What follows belongs to an exercise in optimizing a design on an open flow for small area, a short achievable clock period and few clock cycles per item; a production flow would make more cautious choices. The RTL was checked by simulation tests, not by an equivalence proof against the original design. Power is estimated from default activity; no workload was simulated.

## flow/design.v (module list and top-level ports; edited modules follow where they fit)
// module alu_pre: 35 lines
// module alu_stage1: 1068 lines
// module alu_stage2: 276 lines
// module pipelined_alu: 127 lines
module pipelined_alu (
  input  logic        clk,
  input  logic        rst,
  input  logic        in_valid,
  output logic        in_ready,
  input  logic [3:0]  op,
  input  logic [31:0] a,
  input  logic [31:0] b,
  output logic        out_valid,
  input  logic        out_ready,
  output logic [31:0] res,
  output logic [3:0]  flags,
  output logic [15:0] illegal_cnt
);
  // ...
==> flow/run.sh <==
#!/bin/bash
# synth_recipe.tcl (not shown) runs the flow's synth.tcl, then flattens the netlist and writes it again
# the make line also repeats each setting of config.mk as NAME=value (left out here)
make -C /OpenROAD-flow-scripts/flow DESIGN_CONFIG=/design/flow/config.mk WORK_HOME=/design/flow/orfs CLKGATE_MAP_FILE= SYNTH_SCRIPT=/design/flow/synth_recipe.tcl finish
==> flow/config.mk <==
export PLATFORM = sky130hd
export DESIGN_NAME = pipelined_alu
export DESIGN_NICKNAME = pipelined_alu
export VERILOG_FILES = /design/flow/design.v
export SDC_FILE = /design/flow/constraint.sdc
export NUM_CORES = 4
export LEC_CHECK = 0
export CAP_MARGIN = 20
export CORE_MARGIN = 2
export CORE_UTILIZATION = 40
export SETUP_SLACK_MARGIN = 5
export SLEW_MARGIN = 20
==> flow/constraint.sdc <==
create_clock -name core_clock -period 9.0 [get_ports {clk}]
set_input_delay 1.8000 -clock core_clock [delete_from_list [all_inputs] [get_ports {clk}]]
set_output_delay 1.8000 -clock core_clock [all_outputs]
set_load 0.01 [all_outputs]
==> impl.org, run 1 <==
** Global routing
- The initial antenna violation count was 0.
- Pin count of the biggest net entering global routing :: 80

** Clock tree
- In this run the number of H-tree levels came out at 1.

** Detailed routing
- Post-DRT Antenna Nets :: 0

** Setup path
- On the worst path, the slowest cell contributes a delay of about 0.22 ns.
- The worst setup path is launched from an input port.
- In this run the worst path has a maximum fanout of 2.
- Grouping stages by cell kind, the critical path spends the most delay in simple AND/OR/NAND/NOR gates.

** Final layout
- Number of standard cells in the final layout excluding fillers :: between 3000 and 4000
- The library cell used most frequently in the layout, excluding fill and tap cells, is inv_1.
- Register bank with the most flops :: cut1
- From synthesis to final layout, the design area changed by 15.1%.
- Of the cells placed in the final design, the portion with a size suffix greater than 1 is ~11%.
- Plain + repair buffers :: 228
- After filler insertion, the fill cell instance count of the layout stands at approximately 5700.
- Portion of the layout cell area used by non-clock buffers :: 7.91%
- The register with the most flip-flops in the layout has 96 of them.

** Synth
- Seq cells post-synth :: 260
- Dominant cell type by area after synthesis :: edfxtp_1
- Share of the synthesized area in the top cell type :: 28.8%

** Floorplanning
- In this run the core area contains 91 standard-cell rows.
- # IOs :: about 130

** Pwr
- Summed over all sequential cells, the power is around 2300 uW.

** Run status
- Run status :: complete, no violations

** Placed design
- Routability-driven placement finished with a final weighted congestion of about 0.9.

** Hold path
- In this run the most critical hold path is launched from rev0$_DFFE_PN_.
Testbench counts, summed over its fixed seeds: cycles 16,024, items 16,000.
==> inputs of run 2 (changes only) <==
--- a/flow/config.mk
+++ b/flow/config.mk
@@ -7,6 +7,7 @@
 export LEC_CHECK = 0
 export CAP_MARGIN = 20
 export CORE_MARGIN = 2
-export CORE_UTILIZATION = 40
+export CORE_UTILIZATION = 65
+export PLACE_DENSITY = 0.75
 export SETUP_SLACK_MARGIN = 5
 export SLEW_MARGIN = 20
==> run 2 against run 1 <==
Maximum frequency barely moved. Sequential cell count unchanged. Worst setup slack better by 0.0013 ns. Largest power group unchanged. Global-route usage is 13 points higher. Core utilization grew 28 points. Worst hold slack gained 0.0068 ns. First-iteration DRC count increased by 25%. Sequential share of layout area up 0.48 points. Critical path type unchanged.
==> impl.org, run 2 <==
** Run status
- Run status :: complete, no violations (unchanged)

** Final layout
- The count of nets after finishing came to 2966 (was 2968).
- The share of the core filled with cells in the final layout was 74.9% (was 46.7%).
- The area taken by multi-input logic gates came to 0.0156 sq mm (was 0.0157 sq mm).
- The most common cell after layout, fill and taps aside is inv_1 (unchanged).
- The post-route non-filler standard cell count was 3081 (was 3408).
- Layout overhead on the synthesized area :: 13.1% (was 15.1%)
- Largest register FFs :: 96 (unchanged)
- Fill cells :: 2750 (was 5738)
- The sequential standard cell area is 0.00771 sq mm (unchanged).
- Layout cells sized above 1 :: 10.5% (was 11.2%)
- The largest register by flop count is cut1 (unchanged).
- The area of all placed cells without fillers is 0.0283 sq mm (was 0.0288 sq mm).
- Leading cell types in the layout, fill and taps excluded :: inv_1 (305), a22oi_1 (255), edfxtp_1 (240), xor2_1 (203), fa_1 (191) (was inv_1 (296), a22oi_1 (253), edfxtp_1 (240), xor2_1 (203), fa_1 (191))

** Synth
- The flip-flop cell with the highest count after synthesis is edfxtp_1 (unchanged).
- Share of the synthesized area in the top cell type :: 28.8% (unchanged)
- The area fraction in compound gates after synthesis is 15.4% (unchanged).
- Distinct cell type count after synthesis :: 63 (unchanged)
- Proportion of synthesized chip area in sequential cells :: 30.8% (unchanged)
- Synth area leaders: edfxtp_1 (29%), fa_1 (15%), ha_1 (7.9%) (unchanged).
- Xor and xnor fraction of the mapped netlist area :: 13.4% (unchanged)
- The dominant combinational cell family by area after synthesis was adder cells (unchanged).
- The post-synthesis net count was 2909 (unchanged).
- The post-synthesis adder-cell area fraction came to 23.2% (unchanged).
- Multiplexer fraction of the synthesized cell area :: 3.09% (unchanged)
- Yosys Warn Count :: 3 (unchanged)
- The post-synthesis register bit count came to 260 (unchanged).
- Mapped cell area :: 0.0251 sq mm (unchanged)
- Synthesized-area fraction occupied by and/or/nand/nor cells :: 6.62% (unchanged)
- Post-synthesis instance total :: 2488 (unchanged)
- The synthesized area per cell is 10.1 sq um (unchanged).
- Most common library cells after synthesis: inv_1 (306), a22oi_1 (255), edfxtp_1 (240) (unchanged).
- The most common cell in the synthesized netlist is inv_1 (unchanged).
- The share of flip-flops with an asynchronous set or reset is 7.69% (unchanged).
- Dominant cell type by area after synthesis :: edfxtp_1 (unchanged)
- The number of enable flip-flop cells after synthesis came to 240 (unchanged).

** Hold path
- The kind of path behind the tightest hold check is flip-flop to flip-flop (unchanged).
- Hold Crit Depth :: 0 (unchanged)

** Pwr
- The worst IR drop on VDD came to 0.264 mV (was 0.324 mV).
- Total power consumption of the routed design :: 10100 uW (about the same)
- Leakage power of the design :: 0.0119 uW (was 0.0120 uW)
- Power density over the cells :: 356 mW/mm^2 (was 351 mW/mm^2)

** Setup path
- Worst R2R Path Depth :: 10 (was 12)
- Worst setup path class :: input port to output pin (unchanged)
- The endpoint type of the worst setup path is an output pin (unchanged).
- The arrival time of data at the critical path endpoint came to 2.23 ns (about the same).
- The register-to-register path setup slack came to 5.05 ns (was 5.11 ns).
- The kind of start point of the critical path is an input port (unchanged).
- The maximum fanout count along the critical path is 2 (unchanged).
- The required time at the endpoint of the critical path was 7.20 ns (about the same).

** Placed design
- Inst Count DP :: 2965 (was 3290)
- Instance area after placement :: 0.0265 sq mm (was 0.0269 sq mm)
- Final weighted congestion in routability-driven placement :: 0.922 (was 0.925)
- Number of port buffers :: 125 (unchanged)
- Estimated wirelength of the detail-placed design :: 52.8 mm (was 55.9 mm)

** Detailed routing
- The total length of routed wires is 76.0 mm (was 78.6 mm).
- Post-DRT Antenna Nets :: 0 (unchanged)
- First-pass iteration count of the detailed router :: 9 (was 6)
- Total via count in the routed design :: 20000 (was 19300)
- The routed wire length per instance came to 24.7 um (was 23.1 um).
- Via-to-Cell Ratio :: 6.49 (was 5.66)
- DRC violation count after routing :: 0 (unchanged)
- The number of DRC markers after the initial detailed-route iteration is 2481 (was 1985).

** Floorplanning
- The die span in y was 200 um (was 254 um).
- # IOs :: 126 (unchanged)
- Die X :: 200 um (was 254 um)
- Die Area :: 0.0401 sq mm (was 0.0647 sq mm)
- The initial cell density of the core was 66.2% (was 40.5%).
- The count of standard-cell rows is 71 (was 91).
- Core footprint :: 0.0378 sq mm (was 0.0618 sq mm)

** Clock tree
- The clock root buffer was clkbuf_16 (unchanged).
- The number of clock buffers inserted by TritonCTS was 30 (was 31).
- Maximum count of clock buffers along a single path :: 3 (unchanged)
- The clock tree from TritonCTS was done (unchanged).
- The clock slew seen by the registers of the worst setup and hold paths came to 0.06 ns (about the same).
- The number of sinks handled by clock tree synthesis was 260 (unchanged).
- The maximum level of the CTS H-tree came to 1 (unchanged).
- The latest clock arrival within the worst-skew pair is 0.60 ns (about the same).

** STA
- The worst setup skew after layout is 0.0323 ns (was 0.0220 ns).
- Setup violation total in the final timing report :: 0 (unchanged)
- The max-slew violation count was 0 (unchanged).
- The total negative setup slack is 0 ns (unchanged).
- The final-report hold violation count is 0 (unchanged).
- Final Critical Period :: 4.03 ns (about the same)
- Period utilization :: 44.7% (about the same)
- The measured slew at the worst slew-check pin came to 1.06 ns (was 0.990 ns).
- Highest attainable clock frequency :: 248 MHz (about the same)
- Setup repair after global routing missed its margin: true (unchanged).
- The remaining max-slew budget at the tightest pin is 29.5% (was 34.0%).

** Global routing
- The first-pass GRT wire length was 115 mm (was 119 mm).
- The number of global-route vias before repair came to 20000 (was 19600).
- Pin count of the biggest net entering global routing :: 85 (was 80)
- The global router's overall resource usage came to 37.2% (was 24.3%).
- The initial antenna violation count was 3 (was 0).
- Congestion Overflow GR :: 0 (unchanged)

** Flow run
- The number of max-capacitance violations reported came to 0 (unchanged).
[run 2: cell count changes in the layout (fill, tap and decap cells not counted), moves of 3 or more]
cell / before / now
buf_4: 75 / 83
buf_6: 13 / 7
buf_8: 4 / 1
clkinv_1: 1 / 5
inv_1: 296 / 305
inv_2: 9 / 0
[run 2: kinds of logic (layout without fill, tap and decap cells)]
kind of cell             after synthesis  in the layout
adder cells (fa/ha/maj)              349            349
AND/OR/NAND/NOR                      372            372
multiplexers                          69             69
AO/OA/AOI/OAI                        548            548
flip-flops                           260            260
other                                  0              2
buffers and inverters                508            588
XOR/XNOR                             382            382
[run 2: final cells by class]
class / count / area share, %
Clock buffer: 35 / 2.72
Tap cell: 511 / 2.26
Timing Repair Buffer: 227 / 7.87
Multi-Input combinational cell: 1720 / 55.2
Sequential cell: 260 / 27.2
Inverter: 306 / 4.07
Clock inverter: 20 / 0.693
Antenna cell: 2 / 0.0177
[run 2: worst max-delay path, stage by stage]
cell,delay (ns)
buf_6,0.09
or2_4,0.22
buf_6,0.12
[run 2: worst paths after layout]
kind | to | start
setup / recovery | in_ready | out_ready
max in group asynchronous | v1$_DFF_PP0_ | rst
hold / removal | fl2[2]$_DFFE_PN_ | legal1$_DFFE_PP_
hold reg to reg | fl2[2]$_DFFE_PN_ | legal1$_DFFE_PP_
setup reg to reg | cut1[84]$_DFFE_PP_ | bx0[11]$_DFFE_PN_
min in group asynchronous | cnt[11]$_DFFE_PP0P_ | rst
[run 2: repair_timing]
| action | CTS | global route |
|---|---|---|
| gates resized for setup | 35 | 36 |
| endpoints found under the hold margin | 0 | 0 |
| pin swaps | 4 | 0 |
| gates cloned | 0 | 3 |
| endpoints found under the setup margin | 100 | 14 |
| hold buffers | 0 | 0 |
| setup buffers | 31 | 23 |
[run 2: per-layer routing]
| metal | vias to the layer above | GRT usage (%) | part of all wire (%) |
|---|---|---|---|
| met5 | - | 0 | 0.030 |
| met4 | 4 | 17.5 | 5.1 |
| met3 | 306 | 10.6 | 13 |
| met2 | 1376 | 58.4 | 46 |
| met1 | 9681 | 48.0 | 37 |
| li1 | 8642 | - | - |
[run 2: power breakdown]
part	switching (uW)	total [uW]	internal, uW
Combinational	3750	6600	2850
Clock	525	1200	677
Sequential	286	2270	1990
Total	4570	10100	5510
[run 2: metrics by stage]
step / hold slack [ns] / setup slack [ns]
final: 0.436 / 4.97
after floorplan: 0.400 / 5.00
after CTS: 0.426 / 4.88
after detailed placement: 0.413 / 3.82
after global routing: 0.447 / 4.87
after global placement: 0.410 / 3.88
==> inputs of run 3 (changes only) <==
--- a/flow/config.mk
+++ b/flow/config.mk
@@ -8,6 +8,8 @@
 export CAP_MARGIN = 20
 export CORE_MARGIN = 2
 export CORE_UTILIZATION = 65
+export CTS_CLUSTER_DIAMETER = 80
+export CTS_CLUSTER_SIZE = 25
 export PLACE_DENSITY = 0.75
 export SETUP_SLACK_MARGIN = 5
 export SLEW_MARGIN = 20
==> run 3 against run 2 <==
Sequential share of layout area barely moved. Register-to-register slack got worse by 0.02 ns. Area after synthesis did not move. Combinational power is essentially flat. Cell area hardly changed. First-iteration DRC count decreased by 2.1%. Synthesized cell count unchanged. Critical path type unchanged. Largest cell class unchanged. Largest power group unchanged.
==> impl.org, run 3 <==
** Setup path
- Number of buffers and inverters on the critical path :: 2 (unchanged)
- Crit-path most repeated cell :: buf_6 (unchanged)
- Slowest-stage cell, CP :: or2_4 (unchanged)
- Crit path largest cell delay :: 0.22 ns (about the same)
- Ordered cell list for the critical path :: buf_6 > or2_4 > buf_6 (unchanged)
- The endpoint type of the worst setup path is an output pin (unchanged).
- The register-to-register path setup slack was 5.03 ns (was 5.05 ns).
- Worst R2R Path Depth :: 10 (unchanged)
- Worst setup path class :: input port to output pin (unchanged)
- Reg2Reg Capture Point :: cut1[84]$_DFFE_PP_ (unchanged)
- Data required, critical path :: 7.20 ns (about the same)
- Critical Path Fanout Max :: 2 (unchanged)
- Cell class contributing the biggest share of worst-path delay :: simple AND/OR/NAND/NOR gates (unchanged)
- Critical path launch point type :: input port (unchanged)
- Arrival time of the worst setup path :: 2.23 ns (about the same)
- The startpoint of the lowest-slack register-to-register path is bx0[15]$_DFFE_PN_ (was bx0[11]$_DFFE_PN_).

** Synth
- The post-synthesis register bit count is 260 (unchanged).
- Top-count cell post-synth :: inv_1 (unchanged)
- Mapped cell area :: 0.0251 sq mm (unchanged)
- Yosys Warn Count :: 3 (unchanged)
- The largest area contributor in the netlist was edfxtp_1 (unchanged).
- The share of flip-flops with an asynchronous set or reset was 7.69% (unchanged).
- The post-synthesis net count was 2909 (unchanged).
- The proportion of netlist area held by the largest area contributor came to 28.8% (unchanged).
- Proportion of synthesized chip area in sequential cells :: 30.8% (unchanged)
- Most common library cells after synthesis :: inv_1 (306), a22oi_1 (255), edfxtp_1 (240) (unchanged)
- The count of unique library cells instantiated by Yosys is 63 (unchanged).
- Post-synthesis instance total :: 2488 (unchanged)
- The synthesized area per cell was 10.1 sq um (unchanged).
- Synth area leaders :: edfxtp_1 (29%), fa_1 (15%), ha_1 (7.9%) (unchanged)
- Count of flip-flops with a built-in enable after synthesis :: 240 (unchanged)
- The flip-flop cell with the highest count after synthesis was edfxtp_1 (unchanged).

** Hold path
- The worst hold path depth is 0 (unchanged).
- Type of the most critical hold path :: flip-flop to flip-flop (unchanged)
- The hold path startpoint was legal1$_DFFE_PP_ (unchanged).
- Hold worst-path end :: fl2[2]$_DFFE_PN_ (unchanged)

** Global routing
- The global router's overall resource usage is 37.2% (about the same).
- Congestion Overflow GR :: 0 (unchanged)
- The largest net degree at the start of global routing is 85 (unchanged).
- Initial antenna violation count :: 5 (was 3)
- Via count of the first global-routing pass :: 20000 (about the same)
- The first-pass GRT wire length came to 115 mm (about the same).

** Detailed routing
- The routed wire length per instance is 24.7 um (about the same).
- The total length of routed wires came to 75.8 mm (was 76.0 mm).
- The total number of vias is 19900 (was 20000).
- The count of TritonRoute iterations in the first routing pass came to 9 (unchanged).
- The remaining antenna violation count is 0 (unchanged).
- The number of DRC markers after the initial detailed-route iteration was 2429 (was 2481).
- The count of unresolved DRC violations after routing is 0 (unchanged).
- The average via count per standard cell is 6.47 (was 6.49).

** Final layout
- Layout cells sized above 1 :: 10.8% (was 10.5%)
- The count of antenna diodes in the layout came to 0 (was 2).
- The filler cell count in the final layout is 2740 (was 2750).
- The count of nets after finishing was 2972 (was 2966).
- The largest register by flop count is cut1 (unchanged).
- Largest register FFs :: 96 (unchanged)
- Layout overhead on the synthesized area :: 13.0% (was 13.1%)
- The most common cell after layout, fill and taps aside is inv_1 (unchanged).
- Leading cell types in the layout, fill and taps excluded :: inv_1 (304), a22oi_1 (255), edfxtp_1 (240), xor2_1 (202), fa_1 (191) (was inv_1 (305), a22oi_1 (255), edfxtp_1 (240), xor2_1 (203), fa_1 (191))

** Placed design
- The post-placement setup slack is 3.82 ns (unchanged).
- Final weighted congestion in routability-driven placement :: 0.922 (unchanged)
- The count of buffers from port buffering came to 125 (unchanged).
- Estimated wirelength of the detail-placed design :: 52.8 mm (unchanged)

** Pwr
- Leakage power of the design :: 0.0119 uW (about the same)
- Worst VDD drop :: 0.256 mV (was 0.264 mV)
- Clk pwr share :: 10.1% (was 11.9%)
- The internal portion of total power is 5290 uW (was 5510 uW).
- Combinational share of power :: 66.8% (was 65.5%)
- Switching share of total power :: 46.3% (was 45.3%)
- The total power per unit cell area came to 348 mW/mm^2 (was 356 mW/mm^2).
- The sequential share of power was 23.1% (was 22.5%).
- Net load switching power :: 4550 uW (was 4570 uW)

** STA
- Final hold vios :: 0 (unchanged)
- Setup repair after global routing missed its margin :: true (unchanged)
- Measured slew at the worst slew-check pin :: 1.06 ns (about the same)
- Smallest setup slack after layout :: 4.97 ns (about the same)
- Max Slew Vio Count :: 0 (unchanged)
- The final critical-path share of the clock period was 44.7% (about the same).
- Highest attainable clock frequency :: 248 MHz (about the same)
- The worst setup skew after layout came to 0.0328 ns (was 0.0323 ns).
- Max-Slew Margin vs Limit :: 29.1% (was 29.5%)
- The number of endpoints failing setup at the final stage came to 0 (unchanged).
- Setup TNS Final :: 0 ns (unchanged)
- The minimum clock period after layout is 4.03 ns (about the same).

** Clock tree
- CTS H-Tree Depth :: 1 (unchanged)
- The clock root buffer was clkbuf_16 (unchanged).
- The maximum count of clock buffers along a single path was 3 (unchanged).
- The number of clock buffers inserted by TritonCTS is 20 (was 30).
- TritonCTS clock tree :: done (unchanged)
- The number of buffers added to fix hold violations after cts came to 0 (unchanged).
- The latest clock arrival within the worst-skew pair came to 0.57 ns (was 0.60 ns).
- Clock net sink count :: 260 (unchanged)
- The clock slew seen by the registers of the worst setup and hold paths is 0.09 ns (was 0.06 ns).

** Flow run
- Max capacitance violation total :: 0 (unchanged)

** Floorplanning
- Y dimension of the die :: 200 um (unchanged)
- # IOs :: 126 (unchanged)
- Initial cell density of the core :: 66.2% (unchanged)
- The full die area was 0.0401 sq mm (unchanged).
- The count of standard-cell rows is 71 (unchanged).
- Core footprint :: 0.0378 sq mm (unchanged)
- The width of the chip is 200 um (unchanged).

** Run status
- Run status :: complete, no violations (unchanged)
==> run 3: cell counts after synthesis <==
Identical to the previous run, type by type.
==> run 3: worst max path at each step <==
| stage | from | end | slack (ns) | cells past startpoint |
|---|---|---|---|---|
| final | out_ready | in_ready | 4.97 | 3 |
| after global routing | is_mul0$_DFFE_PN_ | cut1[31]$_DFFE_PP_ | 4.93 | 13 |
| after CTS | is_mul0$_DFFE_PN_ | cut1[29]$_DFFE_PP_ | 4.94 | 12 |
| after detailed placement | is_mul0$_DFFE_PN_ | cut1[29]$_DFFE_PP_ | 3.82 | 11 |
| after global placement | is_mul0$_DFFE_PN_ | cut1[31]$_DFFE_PP_ | 3.88 | 11 |
| after floorplan | is_mul0$_DFFE_PN_ | cut1[80]$_DFFE_PP_ | 5.00 | 14 |
==> run 3: kinds of logic after synthesis <==
family / count (synthesis) / synth area share [%]
compound gates: 548 / 15.4
xor+xnor: 382 / 13.4
fa+ha+maj: 349 / 23.2
buf+inv: 508 / 7.66
flops: 260 / 30.8
mux: 69 / 3.09
simple gates: 372 / 6.62
==> run 3: power groups by stage <==
stage / Clock [uW] / Combinational (uW) / Sequential (uW)
3_5_place_dp: 0 / 6220 / 2320
3_3_place_gp: 0 / 6020 / 2310
2_1_floorplan: 0 / 4500 / 2140
6_report: 998 / 6570 / 2270
5_1_grt: 1050 / 7260 / 2300
4_1_cts: 1010 / 6320 / 2270
==> run 3: what timing repair did <==
item / in CTS / in global routing
endpoints found under the setup margin: 100 / 15
gates cloned: 0 / 3
resized for setup: 37 / 46
pin swaps: 4 / 0
buffers inserted: 40 / 30
==> run 3: worst reg2reg max path, cell delays in order (launching register included) <==
cell and delay, ns:
edfxtp_1 0.64, nand2_2 0.48, xor2_1 0.30, ha_1 0.30
inv_1 0.05, fa_1 0.46, fa_1 0.54, inv_1 0.05
fa_1 0.45, a2111oi_1 0.30, o21ai_0 0.14
==> run 3: through the flow <==
stage                     std cells  utilization [%]  cell area (sq um)  total power (uW)  hold slack (ns)
after CTS                      3040             73.2              27700              9600            0.434
after detailed placement       2965             70.1              26500              8540            0.413
after global routing           3075             74.8              28300             10600            0.457
after global placement         2965             70.1              26500              8330            0.410
after floorplan                2488                -              25100              6640            0.400
final                          3075             74.8              28300              9840            0.431
==> run 3: cell type report <==
type / instances / area (sq um) / area share [%]
sequential: 260 / 7710 / 27.2
clock inverter: 13 / 230 / 0.813
timing repair buffer: 243 / 2390 / 8.45
inverter: 306 / 1150 / 4.07
multi-input combinational: 1720 / 15700 / 55.4
tap: 511 / 639 / 2.26
clock buffer: 22 / 518 / 1.83
==> run 3: routing by layer <==
metal  routed length [um]  up-vias  GRT usage (%)
met1                28100     9625           47.9
li1                     -     8641              -
met3                 9470      310           10.1
met2                34300     1322           58.7
met4                 3870       10           17.4
met5                   70        -          0.238

==> separate check: timing with driven ports <==
How much do the figures lean on ideal ports? The routed layouts below were timed once more, with nothing changed but the port constraints. Step 1, drivers: a clkbuf_16 drives clk and a buf_2 each remaining input, both assumed. Step 2 moves the port delays by t, midway between the first and last clock arrival at a register: inputs arrive t later, outputs are due t later. That takes back most of the time a late clock gives input paths. a / b / c = ideal ports / drivers / drivers and shift; a / b = the first two.
run	t (ns)	slack for setup (ns)	worst setup path at the end	worst register clock-pin slew, ns	cell pins on the clock port's net
run 1	0.648	4.973 / 4.941 / 4.733	input to register	0.06 / 0.06	1
run 2	0.643	4.975 / 4.943 / 4.710	input to register	0.07 / 0.07	1
run 3	0.615	4.974 / 4.942 / 4.709	input to register	0.10 / 0.10	1
After both steps setup and hold are still met in every run listed.
